Context: an optimization exercise on an open-source flow, tuned for small area and a short achievable clock period. The choices shown serve that exercise and are no tape-out recipe. Only simulation tests tie the RTL to the original design; equivalence was not proved. Power is estimated from default activity; no workload was simulated.

==> flow/design.v <==
package mips_pkg;
   typedef logic [3:0] alu_func_t;
   localparam logic [5:0] FUNCT_ADD = 6'h20;
   localparam logic [5:0] FUNCT_SUB = 6'h22;
   localparam logic [5:0] FUNCT_AND = 6'h24;
   localparam logic [5:0] FUNCT_OR  = 6'h25;
   localparam logic [5:0] FUNCT_NOR = 6'h27;
   localparam logic [5:0] FUNCT_SLT = 6'h2A;
   localparam alu_func_t ALU_ADD = 4'b0010;
   localparam alu_func_t ALU_SUB = 4'b0110;
   localparam alu_func_t ALU_AND = 4'b0000;
   localparam alu_func_t ALU_OR  = 4'b0001;
   localparam alu_func_t ALU_NOR = 4'b1100;
   localparam alu_func_t ALU_SLT = 4'b0111;
   localparam alu_func_t ALU_INV = 4'b1111;
endpackage
module banco_registros_p #(
   parameter int DATA_W = 32,
   parameter int NREG   = 32,
   parameter int REG_AW = 5
) (
   input  logic              clk,
   input  logic              rst,
   input  logic              we,
   input  logic [REG_AW-1:0] wr_addr,
   input  logic [DATA_W-1:0] wr_data,
   input  logic [REG_AW-1:0] rd_addr1,
   input  logic [REG_AW-1:0] rd_addr2,
   output logic [DATA_W-1:0] rd_data1,
   output logic [DATA_W-1:0] rd_data2
);
   logic [NREG-1:1][DATA_W-1:0] regs;
   logic                        wr_ok;
   assign wr_ok = we && (wr_addr != '0) && (32'(wr_addr) < NREG);
   always_ff @(posedge clk) begin
      if (rst) begin
         regs <= '0;
      end else begin
         for (int i = 1; i < NREG; i++) begin
            if (wr_ok && wr_addr == REG_AW'(i)) regs[i] <= wr_data;
         end
      end
   end
   always_comb begin
      rd_data1 = '0;
      rd_data2 = '0;
      for (int i = 1; i < NREG; i++) begin
         if (rd_addr1 == REG_AW'(i)) rd_data1 = regs[i];
         if (rd_addr2 == REG_AW'(i)) rd_data2 = regs[i];
      end
      if (wr_ok && wr_addr == rd_addr1) rd_data1 = wr_data;
      if (wr_ok && wr_addr == rd_addr2) rd_data2 = wr_data;
   end
endmodule
import mips_pkg::*;
module etapa_decodificacion #(
   parameter int DATA_W = 32,
   parameter int NREG   = 32,
   parameter int REG_AW = 5
) (
   input  logic              clk,
   input  logic              rst,
   input  logic [31:0]       instruccion,
   input  logic              in_valid,
   output logic              in_ready,
   input  logic              sel,
   input  logic              sel2,
   input  logic              flush,
   input  logic              we,
   input  logic [REG_AW-1:0] wr_addr,
   input  logic [DATA_W-1:0] wr_data,
   output logic [DATA_W-1:0] salida1,
   output logic [DATA_W-1:0] salida2,
   output logic [3:0]        salida3,
   output logic [REG_AW-1:0] dest,
   output logic              out_valid,
   input  logic              out_ready
);
   logic [REG_AW-1:0] rs, rt, rd;
   logic [15:0]       imm;
   logic [5:0]        funct;
   logic [DATA_W-1:0] rs_data, rt_data, imm_ext, op2;
   logic [REG_AW-1:0] dst_sel;
   logic [3:0]        alu_f;
   logic              xfer_in;
   logic              unused_opcode;
   assign rs    = REG_AW'(instruccion[25:21]);
   assign rt    = REG_AW'(instruccion[20:16]);
   assign rd    = REG_AW'(instruccion[15:11]);
   assign imm   = instruccion[15:0];
   assign funct = instruccion[5:0];
   assign unused_opcode = &{1'b0, instruccion[31:26]};
   banco_registros_p #(
      .DATA_W(DATA_W),
      .NREG  (NREG),
      .REG_AW(REG_AW)
   ) u_banco (
      .clk     (clk),
      .rst     (rst),
      .we      (we),
      .wr_addr (wr_addr),
      .wr_data (wr_data),
      .rd_addr1(rs),
      .rd_addr2(rt),
      .rd_data1(rs_data),
      .rd_data2(rt_data)
   );
   assign imm_ext = {{(DATA_W-16){imm[15]}}, imm};
   assign op2     = sel2 ? imm_ext : rt_data;
   assign dst_sel = sel ? rd : rt;
   always_comb begin
      alu_f = ALU_INV;
      case (funct)
         FUNCT_ADD: alu_f = ALU_ADD;
         FUNCT_SUB: alu_f = ALU_SUB;
         FUNCT_AND: alu_f = ALU_AND;
         FUNCT_OR:  alu_f = ALU_OR;
         FUNCT_NOR: alu_f = ALU_NOR;
         FUNCT_SLT: alu_f = ALU_SLT;
         default:   alu_f = ALU_INV;
      endcase
   end
   assign in_ready = !out_valid || out_ready;
   assign xfer_in  = in_valid && in_ready;
   always_ff @(posedge clk) begin
      if (rst) begin
         out_valid <= 1'b0;
         salida1   <= '0;
         salida2   <= '0;
         salida3   <= '0;
         dest      <= '0;
      end else if (flush) begin
         out_valid <= 1'b0;
      end else if (xfer_in) begin
         out_valid <= 1'b1;
         salida1   <= rs_data;
         salida2   <= op2;
         salida3   <= alu_f;
         dest      <= dst_sel;
      end else if (out_ready) begin
         out_valid <= 1'b0;
      end
   end
endmodule
==> flow/run.sh <==
#!/bin/bash
# synth_recipe.tcl (not shown) runs the flow's synth.tcl, then flattens the netlist and writes it again
# the make line also repeats each setting of config.mk as NAME=value (left out here)
make -C /OpenROAD-flow-scripts/flow DESIGN_CONFIG=/design/flow/config.mk WORK_HOME=/design/flow/orfs CLKGATE_MAP_FILE= SYNTH_SCRIPT=/design/flow/synth_recipe.tcl finish
==> flow/config.mk <==
export PLATFORM = sky130hd
export DESIGN_NAME = etapa_decodificacion
export DESIGN_NICKNAME = etapa_decodificacion
export VERILOG_FILES = /design/flow/design.v
export SDC_FILE = /design/flow/constraint.sdc
export NUM_CORES = 4
export LEC_CHECK = 0
export CAP_MARGIN = 20
export CORE_MARGIN = 2
export CORE_UTILIZATION = 40
export SLEW_MARGIN = 20
==> flow/constraint.sdc <==
create_clock -name core_clock -period 5.0 [get_ports {clk}]
set_input_delay 1.0000 -clock core_clock [delete_from_list [all_inputs] [get_ports {clk}]]
set_output_delay 1.0000 -clock core_clock [all_outputs]
set_load 0.01 [all_outputs]
==> results.json, run 1 <==
{
  "outcome": "no timing/DRC/antenna violations",
  "met1_length_mm": 110,
  "route.detailed.drc": 0,
  "routabilityCongestion": 1.03,
  "cts_sinks": 1066,
  "layout.cells.non_filler": 9508,
  "place_inst": 9288,
  "tightest_slew_ns": 1.18,
  "end_kind": "flop",
  "synth_edf_count": 0,
  "core_sq_mm": 0.136,
  "ir_drop_uv": 295,
  "worstPathRequired_ns": 5.64,
  "hold_viol": 0,
  "synth-async-reset-ratio_pct": 0,
  "nNetsFinal": 7703,
  "die_y_microns": 374,
  "track_usage_pct": 40.3,
  "final-setup-viol-count": 0,
  "ant_nets": 0,
  "cts.repair.resized": 0,
  "ioPinCount": 152,
  "hold_class": "flop to flop",
  "syn_inst": 7715,
  "hpwlAfterDp_mm": 201,
  "finalSetupTns_ns": 0,
  "first_pass_iters": 13,
  "syn-cell-area_sq_mm": 0.0547,
  "relSlewSlack_pct": 21.2,
  "cap_viol_max_count": 0,
  "die_area_sq_mm": 0.140,
  "dr_wl_met3_mm": 41.7,
  "wl_mm": 296,
  "yosysUniqueCellTypes": 99,
  "grt_pass1_wl_mm": 416,
  "ys_seq_elements": 1066,
  "cts_buffers": 117,
  "fmax_ghz": 0.255,
  "first_global_vias": 57600,
  "finClkSkew_ns": 0.0364,
  "fp.dieW_microns": 374,
  "clk_latency_ns": 0.78,
  "wl_per_cell_microns": 31.1,
  "grt_start_max_net_pins": 186,
  "syn_avg_cell_area_sq_um": 7.09,
  "crit_fanout": 38,
  "critPathArrivalTime_ns": 4.55,
  "synth_top_flop_cell": "dfxtp_1",
  "cp-start-kind": "input port",
  "postCtsHoldBufs": 0,
  "power_density_mw_per_mm2": 328,
  "rsz0062_at_grt": "no",
  "met2_wirelength_mm": 118,
  "path_class": "input port to flop",
  "cts_tree": "yes",
  "drive_gt1_share_pct": 9.88,
  "synth_fp_nets": 7792,
  "antenna_found_initial": 5,
  "grt_overflow": 0,
  "post_cts_buffers": 0,
  "num_rows": 135,
  "h-tree-depth": 3,
  "num_vias": 63500,
  "p_leak_nw": 21.3,
  "seq_area_frac_synth_pct": 39.0,
  "clkTransAtPathRegs_ns": 0.07,
  "synth_warnings": 2,
  "top_layer_used": "met5",
  "clock_path_buffers": 3,
  "area_growth_syn_to_layout_pct": 15.0,
  "cts_root_buf": "clkbuf_16",
  "period_minus_slack_ns": 3.92,
  "initial_core_util_pct": 40.3,
  "drt_iter0_drc": 11600,
  "fin_crit_sh_pct": 78.3,
  "viasPerCell": 6.68,
  "slew_violations": 0,
  "port_buffers": 145
}
## cells by family after synthesis
logic type	count (synthesis)	synth area share [%]
AOI/OAI and AO/OA	2707	30.6
buffers and inverters	829	6.32
and+or+nand+nor	3071	23.3
DFF	1066	39.0
muxes	31	0.581
xor gates and xnor gates	11	0.176
## worst paths after layout
path                           from                 to  slack [ns]  cells past startpoint
setup / recovery    instruccion[23]        salida1[31]        1.08                     10
hold / removal    u_banco.regs[839]  u_banco.regs[839]        0.46                      2
setup reg to reg  u_banco.regs[319]        salida1[31]        2.14                      6
hold reg to reg   u_banco.regs[839]  u_banco.regs[839]        0.46                      2
## cells in the mapped netlist (26+ instances only)
cell type	n	area (sq um)
a22oi_1	176	1320
a21o_1	36	270
o22ai_1	287	1800
dfxtp_1	1066	21300
inv_1	57	214
nor4_1	41	257
o221ai_1	51	447
a211o_1	43	377
nand2b_1	35	219
buf_2	149	746
a211oi_1	78	586
o221a_2	27	304
a221oi_1	67	587
a21oi_1	1269	6350
nand2_1	2228	8360
a221o_1	40	400
a22o_1	61	534
nor2b_1	33	206
o2bb2ai_1	31	272
o21ai_0	285	1430
nor3_1	111	556
or3_1	26	163
and3_1	65	407
nand3_1	90	450
nor2_1	337	1260
clkbuf_1	560	2100
o211ai_1	54	405
## cells in the final DEF, fill, tap and decap left out, types with 51 or more instances in the layout
master           instances
dfxtp_1               1066
clkdlybuf4s50_1        134
clkbuf_16              120
and3_1                  65
a211oi_1                77
nor2_1                 305
a22oi_1                176
o22ai_1                287
inv_1                   57
o211ai_1                54
a21oi_1               1269
o21ai_0                285
a221oi_1                67
nand3_1                 89
nand2_1               2227
nor3_1                 102
a22o_1                  61
buf_4                  401
o221ai_1                51
## flip-flops by register name, summed over array words and instances, names as in the netlist
register and cells:
salida2 32, salida3 4, dest 5, salida1 32, out_valid 1, u_banco.regs 992
## per-stage QoR
stage	hold WS (ns)	setup slack [ns]	total power, mW	utilization (%)	cell area [sq um]
floorplan	0.436	2.13	10.0	-	54700
global placement	0.441	0.595	11.2	43.3	58800
detailed placement	0.447	0.635	11.2	43.3	58800
CTS	0.455	1.43	20.4	46.4	62900
global route	0.477	1.13	20.9	46.4	62900
finish	0.457	1.08	20.6	46.4	62900
## layer usage
layer	vias to the layer above	track usage, %
met2	5230	56.5
met5	-	0
met4	8	29.6
met1	30100	52.5
met3	1171	11.5
li1	27000	-
## cell type report
class / instances / area (sq um)
flip-flops and latches: 1066 / 21300
diodes: 6 / 15.0
clock inverters: 39 / 524
fillers: 13700 / 72700
inverters: 58 / 218
clock buffers: 175 / 3590
repair buffers: 563 / 4860
well taps: 1781 / 2230
multi-input cells: 5820 / 30100
## power by group
group	leakage, nW	switching (mW)	internal, mW	total (mW)
clock	2.03	3.91	5.49	9.40
sequential	8.60	0.110	8.60	8.71
combinational	10.6	1.79	0.701	2.49
## critical path: stages
cell and delay [ns]:
buf_4 0.44, nor3_2 0.12, buf_4 0.20, nand2_2 0.31, buf_4 0.26, o21ai_0 0.11
a211oi_1 0.48, o211ai_1 0.54, a221oi_1 0.84, o21ai_1 0.16
==> inputs of run 2 (changes only) <==
--- a/flow/design.v
+++ b/flow/design.v
@@ -16,2 +16,35 @@
 endpackage
+module rf_andor #(
+   parameter int N = 32
+) (
+   input  logic [N-1:0] s,
+   input  logic [N-1:0] d,
+   output logic         y
+);
+   assign y = |(s & d);
+endmodule
+module rf_sel #(
+   parameter int NREG   = 32,
+   parameter int REG_AW = 5
+) (
+   input  logic              we,
+   input  logic [REG_AW-1:0] wr_addr,
+   input  logic [REG_AW-1:0] rd_addr1,
+   input  logic [REG_AW-1:0] rd_addr2,
+   input  logic              ext2_sel,
+   output logic [NREG-1:1]   wen,
+   output logic [NREG-1:0]   s1,
+   output logic [NREG:0]     s2
+);
+   always_comb begin
+      s1[0] = we && (wr_addr != '0) && (wr_addr == rd_addr1);
+      s2[0] = we && (wr_addr != '0) && (wr_addr == rd_addr2) && !ext2_sel;
+      for (int i = 1; i < NREG; i++) begin
+         wen[i] = we && (wr_addr == REG_AW'(i));
+         s1[i]  = (rd_addr1 == REG_AW'(i)) && !wen[i];
+         s2[i]  = (rd_addr2 == REG_AW'(i)) && !wen[i] && !ext2_sel;
+      end
+      s2[NREG] = ext2_sel;
+   end
+endmodule
 module banco_registros_p #(
@@ -28,2 +61,4 @@
    input  logic [REG_AW-1:0] rd_addr2,
+   input  logic              ext2_sel,
+   input  logic [DATA_W-1:0] ext2,
    output logic [DATA_W-1:0] rd_data1,
@@ -32,22 +67,24 @@
    logic [NREG-1:1][DATA_W-1:0] regs;
-   logic                        wr_ok;
-   assign wr_ok = we && (wr_addr != '0) && (32'(wr_addr) < NREG);
+   logic [NREG-1:1]             wen;
+   logic [NREG-1:0]             s1;
+   logic [NREG:0]               s2;
+   logic [DATA_W-1:0]           wdat;
+   rf_sel #(.NREG(NREG), .REG_AW(REG_AW)) u_sel (
+      .we(we), .wr_addr(wr_addr), .rd_addr1(rd_addr1), .rd_addr2(rd_addr2),
+      .ext2_sel(ext2_sel), .wen(wen), .s1(s1), .s2(s2)
+   );
+   assign wdat = wr_data & {DATA_W{!rst}};
    always_ff @(posedge clk) begin
-      if (rst) begin
-         regs <= '0;
-      end else begin
-         for (int i = 1; i < NREG; i++) begin
-            if (wr_ok && wr_addr == REG_AW'(i)) regs[i] <= wr_data;
-         end
+      for (int i = 1; i < NREG; i++) begin
+         if (rst || wen[i]) regs[i] <= wdat;
       end
    end
-   always_comb begin
-      rd_data1 = '0;
-      rd_data2 = '0;
-      for (int i = 1; i < NREG; i++) begin
-         if (rd_addr1 == REG_AW'(i)) rd_data1 = regs[i];
-         if (rd_addr2 == REG_AW'(i)) rd_data2 = regs[i];
+   for (genvar b = 0; b < DATA_W; b++) begin : g_rd
+      logic [NREG-1:0] d1;
+      assign d1[0] = wr_data[b];
+      for (genvar i = 1; i < NREG; i++) begin : g_d
+         assign d1[i] = regs[i][b];
       end
-      if (wr_ok && wr_addr == rd_addr1) rd_data1 = wr_data;
-      if (wr_ok && wr_addr == rd_addr2) rd_data2 = wr_data;
+      rf_andor #(.N(NREG))   u_rd1 (.s(s1), .d(d1), .y(rd_data1[b]));
+      rf_andor #(.N(NREG+1)) u_rd2 (.s(s2), .d({ext2[b], d1}), .y(rd_data2[b]));
    end
@@ -85,3 +122,2 @@
    logic              xfer_in;
-   logic              unused_opcode;
    assign rs    = REG_AW'(instruccion[25:21]);
@@ -91,3 +127,2 @@
    assign funct = instruccion[5:0];
-   assign unused_opcode = &{1'b0, instruccion[31:26]};
    banco_registros_p #(
@@ -104,2 +139,4 @@
       .rd_addr2(rt),
+      .ext2_sel(sel2),
+      .ext2    (imm_ext),
       .rd_data1(rs_data),
@@ -108,3 +145,3 @@
    assign imm_ext = {{(DATA_W-16){imm[15]}}, imm};
-   assign op2     = sel2 ? imm_ext : rt_data;
+   assign op2     = rt_data;
    assign dst_sel = sel ? rd : rt;
@@ -127,6 +164,2 @@
          out_valid <= 1'b0;
-         salida1   <= '0;
-         salida2   <= '0;
-         salida3   <= '0;
-         dest      <= '0;
       end else if (flush) begin
@@ -135,6 +168,2 @@
          out_valid <= 1'b1;
-         salida1   <= rs_data;
-         salida2   <= op2;
-         salida3   <= alu_f;
-         dest      <= dst_sel;
       end else if (out_ready) begin
@@ -143,2 +172,10 @@
    end
+   always_ff @(posedge clk) begin
+      if (in_ready) begin
+         salida1 <= rs_data;
+         salida2 <= op2;
+         salida3 <= alu_f;
+         dest    <= dst_sel;
+      end
+   end
 endmodule
--- a/flow/config.mk
+++ b/flow/config.mk
@@ -10,2 +10,4 @@
 export CORE_UTILIZATION = 40
+export SETUP_SLACK_MARGIN = 2.6
 export SLEW_MARGIN = 20
+export SYNTH_HIERARCHICAL = 1
==> run 2 against run 1 <==
Effect of this change:
- hold slack improved by 0.13 ns
- largest cell class is now sequential cells
- still clean
- cell area shrank 11%
- first-iteration DRC count down 28%
- setup slack gained 1.0 ns
- wire length fell by 27%
- via count down 43%
==> results.json, run 2 <==
{
  "num_vias": 36100,
  "synth_area_leaders": "edfxtp_1, a22oi_1, nand4_1",
  "area_growth_syn_to_layout_pct": 28.1,
  "final-setup-viol-count": 0,
  "pre_cts_slack_ns": 0.486,
  "cp_slowest_stage_delay_ns": 0.87,
  "synth_top_flop_cell": "edfxtp_1",
  "route.detailed.drc": 0,
  "synth_xor_area_share_pct": 0.200,
  "h-tree-depth": 3,
  "fmax_ghz": 0.346,
  "grt_start_max_net_pins": 55,
  "crit_fanout": 7,
  "place_inst": 4395,
  "rsz0062_at_grt": "yes",
  "drt_iter0_drc": 8330,
  "first_pass_iters": 9,
  "routabilityCongestion": 0.955,
  "clkTransAtPathRegs_ns": 0.06,
  "slew_violations": 0,
  "synth.most_common_cell": "edfxtp_1",
  "finClkSkew_ns": 0.0363,
  "seq_area_frac_synth_pct": 73.2,
  "drive_gt1_share_pct": 27.1,
  "cp-start-kind": "input port",
  "wl_mm": 215,
  "fillers": 8734,
  "synthTopCellsByCount": "edfxtp_1, a22oi_1, nand4_1",
  "critPathArrivalTime_ns": 3.45,
  "grt_pass1_wl_mm": 279,
  "core_sq_mm": 0.109,
  "clock_path_buffers": 3,
  "cts_sinks": 1066,
  "viasPerCell": 7.66,
  "cp_top_family": "simple AND/OR/NAND/NOR gates",
  "synth.top_cell.area_share_pct": 73.1,
  "port_buffers": 145,
  "period_minus_slack_ns": 2.89,
  "grt_overflow": 0,
  "synth_top_family_by_area": "compound AO/OA/AOI/OAI gates",
  "tightest_slew_ns": 1.16,
  "cap_viol_max_count": 0,
  "postCtsHoldBufs": 0,
  "clk_latency_ns": 0.72,
  "path_class": "input port to flop",
  "layout_common_cells": "edfxtp_1, a22oi_1, nand4_1",
  "die_area_sq_mm": 0.112,
  "nNetsFinal": 3283,
  "use_met1_pct": 45.0,
  "end_kind": "flop",
  "syn-cell-area_sq_mm": 0.0437,
  "path_cells": "buf_4, buf_4, or3_4, nor3_4, clkbuf_16, a22oi_2, nand4_1, or4_4",
  "synth_top_area_cell": "edfxtp_1",
  "cp_slowest_cell": "nor3_4",
  "cp_common_cell": "buf_4",
  "cts_tree": "yes",
  "synth_edf_count": 1065,
  "die_y_microns": 335,
  "ant_nets": 0,
  "busiest_layer": "met2",
  "yosys.area_share.simple_pct": 7.66,
  "fp.dieW_microns": 335,
  "cts_root_buf": "clkbuf_16",
  "largestRegisters": "u_banco.regs (992), salida1 (32), salida2 (32)",
  "cts_buffers": 108,
  "fin_crit_sh_pct": 57.8,
  "syn_inst": 2700,
  "power_density_mw_per_mm2": 378,
  "layout_commonest_cell": "edfxtp_1",
  "syn_avg_cell_area_sq_um": 16.2,
  "crit_buf_inv": 3,
  "synth_fp_nets": 2777,
  "timing.hold.ws_ns": 0.585,
  "largest-register": "u_banco.regs",
  "yosysUniqueCellTypes": 40,
  "synth_warnings": 9,
  "hold_class": "flop to flop",
  "p_leak_nw": 17.7,
  "ioPinCount": 152,
  "grt_util_met2_pct": 52.2,
  "synth_mux_area_share_pct": 0.152,
  "outcome": "no timing/DRC/antenna violations",
  "total_power_mw": 21.2,
  "hold_viol": 0,
  "ir_drop_uv": 258,
  "finalSetupTns_ns": 0,
  "gr-usage-met3_pct": 16.0,
  "largest_reg_flops": 992,
  "relSlewSlack_pct": 21.9,
  "synth-async-reset-ratio_pct": 0,
  "worstPathRequired_ns": 5.56,
  "hpwlAfterDp_mm": 106,
  "track_usage_pct": 36.7,
  "num_rows": 121,
  "ys_seq_elements": 1066,
  "synth_compound_area_share_pct": 18.5,
  "layout_setup_ws_ns": 2.11,
  "layout.cells.non_filler": 4715,
  "initial_core_util_pct": 40.2,
  "first_global_vias": 34300,
  "synthAdderAreaFrac_pct": 0,
  "antenna_found_initial": 2,
  "wl_per_cell_microns": 45.6
}
==> run 2: path summary, 6_finish.rpt <==
check,startpoint,to,slack (ns),depth (start not counted)
min,u_banco.regs[419],salida2[3],0.59,2
min reg2reg,u_banco.regs[419],salida2[3],0.59,2
max,instruccion[22],salida1[10],2.11,8
max reg2reg,out_valid,salida1[2],2.91,4
==> run 2: kinds of logic (layout without fill, tap and decap cells) <==
group	count (synthesis)	in the layout
and+or+nand+nor	568	573
AOI/OAI and AO/OA	1027	1027
buffers and inverters	23	612
muxes	6	6
xor gates and xnor gates	10	10
DFF	1066	1066
other	0	7
==> run 2: cell type report <==
cell class              count  area, sq um  area share [%]
diodes                      7         17.5          0.0313
clock buffers             137         2940            5.24
clock inverters            61          538           0.960
inverters                   1         3.75         0.00670
multi-input cells        1616        14000            24.9
flip-flops and latches   1066        32000            57.1
well taps                1414         1770            3.16
repair buffers            413         4780            8.53
==> run 2: where the power goes <==
group | total (mW) | internal [mW] | switching, mW
combinational | 1.78 | 0.576 | 1.20
clock | 8.11 | 4.63 | 3.48
sequential | 11.3 | 10.8 | 0.517
==> run 2: worst reg2reg max path: stages (launching register included) <==
cell and delay (ns):
dfxtp_4 0.38, nand2b_4 0.10, buf_4 0.11, buf_4 0.23
buf_4 0.77
==> run 2: routing by layer <==
metal,part of all wire [%],up-vias
met5,0.18,-
li1,-,13200
met3,17,1086
met1,33,17800
met4,8.7,10
met2,41,4029
==> run 2: what timing repair did <==
item,4_1_cts,5_1_grt
endpoints found under the hold margin,0,0
endpoints found under the setup margin,1159,248
setup buffers,69,20
gates resized for setup,532,121
gates cloned,15,11
pin swaps,118,103
==> run 2: per-stage QoR <==
step	instance area (sq um)	util, %
after global routing	56000	51.5
final	56000	51.5
after floorplan	44500	-
after CTS	55200	50.8
after detailed placement	49200	45.3
after global placement	49100	45.2

port drivers added, routing unchanged:
The results above use ideal ports. As a check the final layouts listed here were re-extracted and re-timed, cells and wires unchanged. Step 1 (the two cells are an assumption about what drives the block):
set clk [get_ports {clk}]
set_driving_cell -lib_cell sky130_fd_sc_hd__clkbuf_16 $clk
set_driving_cell -lib_cell sky130_fd_sc_hd__buf_2 [delete_from_list [all_inputs] $clk]
Step 2, shift: input delay + t, output delay - t, t = (earliest + latest rising clock arrival at the registers) / 2. This alone moves slack from input paths to output paths. Slacks: ideal / step 1 / step 2; pairs: ideal / step 1.
run	shift t [ns]	setup slack, ns	worst setup path after step 2	clock arrival spread, ns
run 1	0.851	1.084 / 1.150 / 0.299	input to register	0.041 / 0.041
run 2	0.774	2.111 / 2.162 / 1.388	input to register	0.054 / 0.054
After both steps every run listed still meets setup and hold. For run 1, which loses most, drivers alone change the setup slack by +0.066 ns; drivers and shift together by -0.785 ns.
